This design comes from an exercise in tuning for small area, a short achievable clock period and few clock cycles on the open sky130 flow, not from production work. In this exercise RTL edits were held to simulation tests only and were not proved equivalent to the original.

Design aes_inv_key_sched, start of the top module:
module aes_inv_key_sched (
    input  logic         clk,
    input  logic         rst_n,
    input  logic         clear,
    input  logic [127:0] key_in,
    input  logic         key_valid,
    output logic         key_ready,
    output logic [127:0] rk_out,
    output logic [3:0]   rk_round,
    output logic         rk_valid,
    input  logic         rk_ready,
    output logic         rk_last,
    output logic         busy
);
    logic [127:0] key_reg;
    logic [3:0]   ctr;
    logic         busy_q, ready_q, emit_q, last_q;
    logic         run_q;    
    logic         dir_q;    
    logic [31:0]  w0, w1, w2, w3;
    logic [31:0]  sbox_in, rot, sub, t;
    logic [7:0]   rcon;     
    logic [31:0]  n0, n1, n2, n3, t_f;
    logic         e, f;
    assign w0 = key_reg[127:96];
    assign w1 = key_reg[95:64];
    assign w2 = key_reg[63:32];
    assign w3 = key_reg[31:0];
    assign sbox_in = w3 ^ ({32{dir_q}} & w2);
    assign rot     = {sbox_in[23:0], sbox_in[31:24]};
    for (genvar b = 0; b < 4; b++) begin : g_sbox
        aes_sbox u_sbox (
            .a (rot[8*b +: 8]),
            .y (sub[8*b +: 8])
        );
    end
    assign t = sub ^ {rcon, 24'h000000};
    assign e   = !dir_q || rk_ready;
    assign f   = !dir_q;    
  ...
==> flow/config.mk <==
export PLATFORM = sky130hd
export DESIGN_NAME = aes_inv_key_sched
export DESIGN_NICKNAME = aes_inv_key_sched
export VERILOG_FILES = /design/flow/design.v
export SDC_FILE = /design/flow/constraint.sdc
export NUM_CORES = 4
export LEC_CHECK = 0
export CAP_MARGIN = 20
export CORE_MARGIN = 2
export CORE_UTILIZATION = 40
export CTS_BUF_LIST = sky130_fd_sc_hd__clkbuf_8
export CTS_CLUSTER_SIZE = 12
export SLEW_MARGIN = 20
==> flow/constraint.sdc <==
create_clock -name core_clock -period 25.0 [get_ports {clk}]
set_input_delay 5.0000 -clock core_clock [delete_from_list [all_inputs] [get_ports {clk}]]
set_output_delay 5.0000 -clock core_clock [all_outputs]
set_load 0.01 [all_outputs]
standard.sh (not shown) runs the stock make flow with config.mk's settings and CLKGATE_MAP_FILE= SYNTH_SCRIPT=/design/flow/synth_recipe.tcl, a recipe that flattens the netlist after the stock synthesis.
==> flow/flow/run.sh <==
#!/bin/bash
# The standard layout (standard.sh), with these changes:
#  - synthesis maps logic with an area-oriented ABC script (flow/area.abc)
#    instead of ORFS's speed script; everything else in synthesis is as in
#    synth_recipe.tcl (same register mapping, flattening and renaming);
#  - the port buffers are buf_1 cells (repair_timing upsizes those on critical paths);
#  - repair_timing works to a setup margin of MARGIN ns (the SDC and its
#    clock period are unchanged).
set -euo pipefail
D=$(pwd)
MARGIN=$(cat flow/margin.txt)
{ cat flow/my_abc.tcl; cat synth_recipe.tcl; } > my_synth.tcl
sed 's#/synth_recipe.tcl#/my_synth.tcl#' standard.sh > my_standard.sh
export MY_ABC_SCRIPT=$D/flow/area.abc
export BUFFER_PORTS_ARGS="-buffer_cell sky130_fd_sc_hd__buf_1"
export SETUP_SLACK_MARGIN=$MARGIN
bash my_standard.sh > standard.log 2>&1
==> flow/flow/area.abc <==
strash
&get -n
&st
&dch -f
&nf -a -R 1000
&put
==> flow/flow/margin.txt <==
18.5
==> flow/flow/my_abc.tcl <==
proc abc {args} {
  set i [lsearch -exact $args -script]
  if {$i >= 0 && [info exists ::env(MY_ABC_SCRIPT)]} { lset args [expr {$i+1}] $::env(MY_ABC_SCRIPT) }
  set j [lsearch -exact $args -D]
  if {$j >= 0 && [info exists ::env(MY_ABC_NO_D)]} { set args [lreplace $args $j [expr {$j+1}]] }
  yosys abc {*}$args
}
Testbench counts at the start, summed over its fixed seeds: cycles 7,040.
Then changed:
==> flow/flow/area.abc (replaced) <==
strash
&get -n
&st
&dch -f
&nf -a -R 1000
&put
topo
stime -c
buffer -c
upsize -c
dnsize -c
==> flow/flow/margin.txt (replaced) <==
18.7
- CTS_BUF_LIST: sky130_fd_sc_hd__clkbuf_8 -> default
- CTS_CLUSTER_SIZE: 12 -> default
Effect:
- The changed run passed the timing, DRC and antenna checks
- fmax came out higher slightly
- final area goes up by a few percent
- core utilization came out lower by 1.3 points
- sequential share of layout area drops by 1.2 points
- global-route usage drops by 0.52 points
Then changed:
==> flow/flow/area.abc (replaced) <==
strash
&get -n
&st
&dch -f
&nf -a -R 1000
&put
==> flow/flow/margin.txt (replaced) <==
18.5
- CTS_BUF_LIST: default -> sky130_fd_sc_hd__clkbuf_8
What happened: The changed run passed the timing, DRC and antenna checks; synthesized area goes down by a few percent; global-route usage came out higher by 0.52 points; register-to-register slack got worse by 0.13 ns; die area falls by a few percent; worst setup slack is worse by 0.035 ns; utilization came out higher by 1.3 points; final area is lower by a few percent.
Then changed:
==> flow/flow/margin.txt (replaced) <==
18.7
- CTS_BUF_LIST: sky130_fd_sc_hd__clkbuf_8 -> default
=>
- setup slack gains 0.020 ns
- global-route usage shrinks by 0.34 points
- count of clock-buffer cells in the layout is unchanged
- register-to-register slack gains 0.03 ns
- via count is about the same
- non-clock buffer count grows by 7
- worst hold slack loses 0.0064 ns
- maximum frequency grows by 0.32%
- critical path depth is unchanged
- routed wire length shrinks by 0.74%
Then changed:
==> flow/flow/area.abc (replaced) <==
strash
&get -n
&st
&dch -f
&nf -a -R 1000
&put
topo
stime -c
buffer -c
upsize -c
dnsize -c
==> flow/flow/margin.txt (replaced) <==
18.5
What happened: The new run completed without violations. Via count is lower by about 0.44%. Design area is about the same. Worst setup slack gets worse by 0.15 ns. Synthesized cell count grows by 4.2%.
Then changed:
==> flow/flow/area.abc (replaced) <==
strash
&get -n
&st
&dch -f
&nf -a -R 1000
&put
Result:
- The new run ran to the end with no violations
- critical path depth does not change
- routed wire length shrinks slightly
- design area is lower by a few percent

---

aes_inv_key_sched, a different RTL version from the one above (not shown whole).
Size: about 150 flip-flops, roughly 270 I/O pins, ~12000 um^2 of cells after synthesis.
Settings: LEC_CHECK=0, CAP_MARGIN=20, CORE_MARGIN=2, CORE_UTILIZATION=40, SLEW_MARGIN=20; clock period 25.0 ns.
==> flow/flow/area.abc <==
strash
&get -n
&st
&dch -f
&nf -a -R 1000
&put
topo
stime -c
buffer -c
upsize -c
dnsize -c
==> flow/flow/margin.txt <==
18.0
Scripts as last shown in full above: flow/flow/run.sh, flow/flow/my_abc.tcl
The baseline finished clean.
Testbench counts at the start, summed over its fixed seeds: cycles 7,040.
Change:
==> flow/flow/margin.txt (replaced) <==
18.5
CORE_UTILIZATION = 65   (was 40)
PLACE_DENSITY = 0.75   (was not set)
What happened: Cell area barely changes. Core utilization climbs by 30 points. Setup slack gains 0.34 ns. Critical path depth drops by 8. Wire length drops by 3.3%. Maximum frequency climbs by 5.4%. Global-route usage climbs by 11 points. Area after synthesis does not change.
Change:
CORE_UTILIZATION = 40   (was 65)
PLACE_DENSITY = not set   (was 0.75)
=> The new run ran to the end with no violations. Utilization came out lower by 30 points. First-iteration DRC count came out lower by 50%. Setup slack is better by 0.028 ns. Critical path depth does not change. Clock-buffer cell count came out lower by 2.
Change:
CTS_BUF_LIST = sky130_fd_sc_hd__clkbuf_4 sky130_fd_sc_hd__clkbuf_8   (was not set)
What happened: Critical path depth grows by 8; global-route usage is lower by 0.14 points; setup slack got worse by 0.090 ns.

---

run 1:
RTL: one of the versions met above, not the one the previous note started from.
For scale: ~1500 cells after synthesis.
==> flow/config.mk <==
export PLATFORM = sky130hd
export DESIGN_NAME = aes_inv_key_sched
export DESIGN_NICKNAME = aes_inv_key_sched
export VERILOG_FILES = /design/flow/design.v
export SDC_FILE = /design/flow/constraint.sdc
export NUM_CORES = 4
export LEC_CHECK = 0
export CAP_MARGIN = 20
export CORE_MARGIN = 2
export CORE_UTILIZATION = 40
export CTS_BUF_LIST = sky130_fd_sc_hd__clkbuf_8 sky130_fd_sc_hd__clkbuf_16
export SLEW_MARGIN = 20
==> flow/constraint.sdc <==
create_clock -name core_clock -period 25.0 [get_ports {clk}]
set_input_delay 5.0000 -clock core_clock [delete_from_list [all_inputs] [get_ports {clk}]]
set_output_delay 5.0000 -clock core_clock [all_outputs]
set_load 0.01 [all_outputs]
==> flow/flow/area.abc <==
strash
&get -n
&st
&dch -f
&nf -a -R 1000
&put
==> flow/flow/margin.txt <==
18.5
Scripts as last shown in full above: flow/flow/run.sh, flow/flow/my_abc.tcl
Run 1 finished every step from synthesis to the final layout, and the layout passed the timing, DRC and antenna checks.
Testbench counts of run 1, summed over its fixed seeds: cycles 7,040.
The following lists how run 2 was set up differently from run 1:
Settings: changing CTS_BUF_LIST from sky130_fd_sc_hd__clkbuf_8 sky130_fd_sc_hd__clkbuf_16 to sky130_fd_sc_hd__clkbuf_8.
--- a/flow/flow/run.sh
+++ b/flow/flow/run.sh
@@ -6,0 +7,2 @@
+#  - before the placement-stage repair_design, a fanout limit of 16 is set
+#    (flow/pre_resize.tcl) so that high-fanout nets get buffer trees;
@@ -16,0 +19 @@
+export PRE_RESIZE_TCL=$D/flow/pre_resize.tcl
==> flow/flow/pre_resize.tcl (new file) <==
set_max_fanout 16 [current_design]
Findings:
Run 2 has completed all stages; timing, DRC and antenna checks passed. Diff run 2..run 1 | I/O pin count | unchanged. [compare] base=run 1 new=run 2: cell area grew by about 5%; clock network contribution to total cell area shrank by 1.5 points. Going from run 1 to run 2, met2 wirelength from detailed routing rose 5.7%, number of post-CTS setup repair buffers about even.
Modified inputs, run 3 compared to run 2
Settings: changing CTS_BUF_LIST from sky130_fd_sc_hd__clkbuf_8 to sky130_fd_sc_hd__clkbuf_4 sky130_fd_sc_hd__clkbuf_8.
--- a/flow/flow/run.sh
+++ b/flow/flow/run.sh
@@ -7,2 +6,0 @@
-#  - before the placement-stage repair_design, a fanout limit of 16 is set
-#    (flow/pre_resize.tcl) so that high-fanout nets get buffer trees;
@@ -19 +16,0 @@
-export PRE_RESIZE_TCL=$D/flow/pre_resize.tcl
removed: flow/flow/pre_resize.tcl
## What came out
Compared with run 2, in run 3 total buffers and inverters traversed by the critical path fell 1; pin count of the biggest net entering global routing rose 90; total length of routed met2 wires fell 990 um; maximum single-stage delay on the critical path fell 0.08 ns. Compared with run 2, run 3 ends up with a smaller final cell area.

what the ideal ports hide:
How much do the figures lean on ideal ports? The routed layouts below were timed once more, with nothing changed but the port constraints.
Step 1, drivers: a clkbuf_16 drives clk and a buf_2 each remaining input, both assumed.
Step 2 also shifts input and output timing later by t, the mid clock arrival at the registers, as if the neighbouring blocks saw the same clock.
a / b / c = ideal ports / drivers / drivers and shift; a / b = the first two.
run | shift t [ns] | setup WS [ns] | clock arrival spread, ns | cell pins on the clock port's net
the first run of note 1 | 0.504 | 18.765 / 18.788 / 18.284 | 0.022 / 0.022 | 1
the second run of note 1 | 0.484 | 18.800 / 18.779 / 18.334 | 0.011 / 0.011 | 1
the third run of note 1 | 0.504 | 18.765 / 18.788 / 18.284 | 0.022 / 0.022 | 1
the fourth run of note 1 | 0.491 | 18.785 / 18.761 / 18.319 | 0.017 / 0.017 | 1
the fifth run of note 1 | 0.491 | 18.640 / 18.663 / 18.172 | 0.013 / 0.013 | 1
the sixth run of note 1 | 0.475 | 18.742 / 18.767 / 18.292 | 0.014 / 0.014 | 1
the first run of note 2 | 0.479 | 18.289 / 18.309 / 17.830 | 0.013 / 0.013 | 1
the second run of note 2 | 0.475 | 18.631 / 18.581 / 18.235 | 0.010 / 0.011 | 1
the third run of note 2 | 0.480 | 18.659 / 18.612 / 18.257 | 0.013 / 0.013 | 1
the fourth run of note 2 | 0.511 | 18.569 / 18.568 / 18.080 | 0.018 / 0.018 | 1
run 1 | 0.475 | 18.742 / 18.767 / 18.292 | 0.014 / 0.014 | 1
run 2 | 0.508 | 18.606 / 18.624 / 18.116 | 0.023 / 0.023 | 1
run 3 | 0.504 | 18.765 / 18.788 / 18.284 | 0.022 / 0.022 | 1
After both steps every run listed still meets setup and hold. For run 2, which loses most, drivers alone change the setup slack by +0.018 ns; drivers and shift together by -0.490 ns.
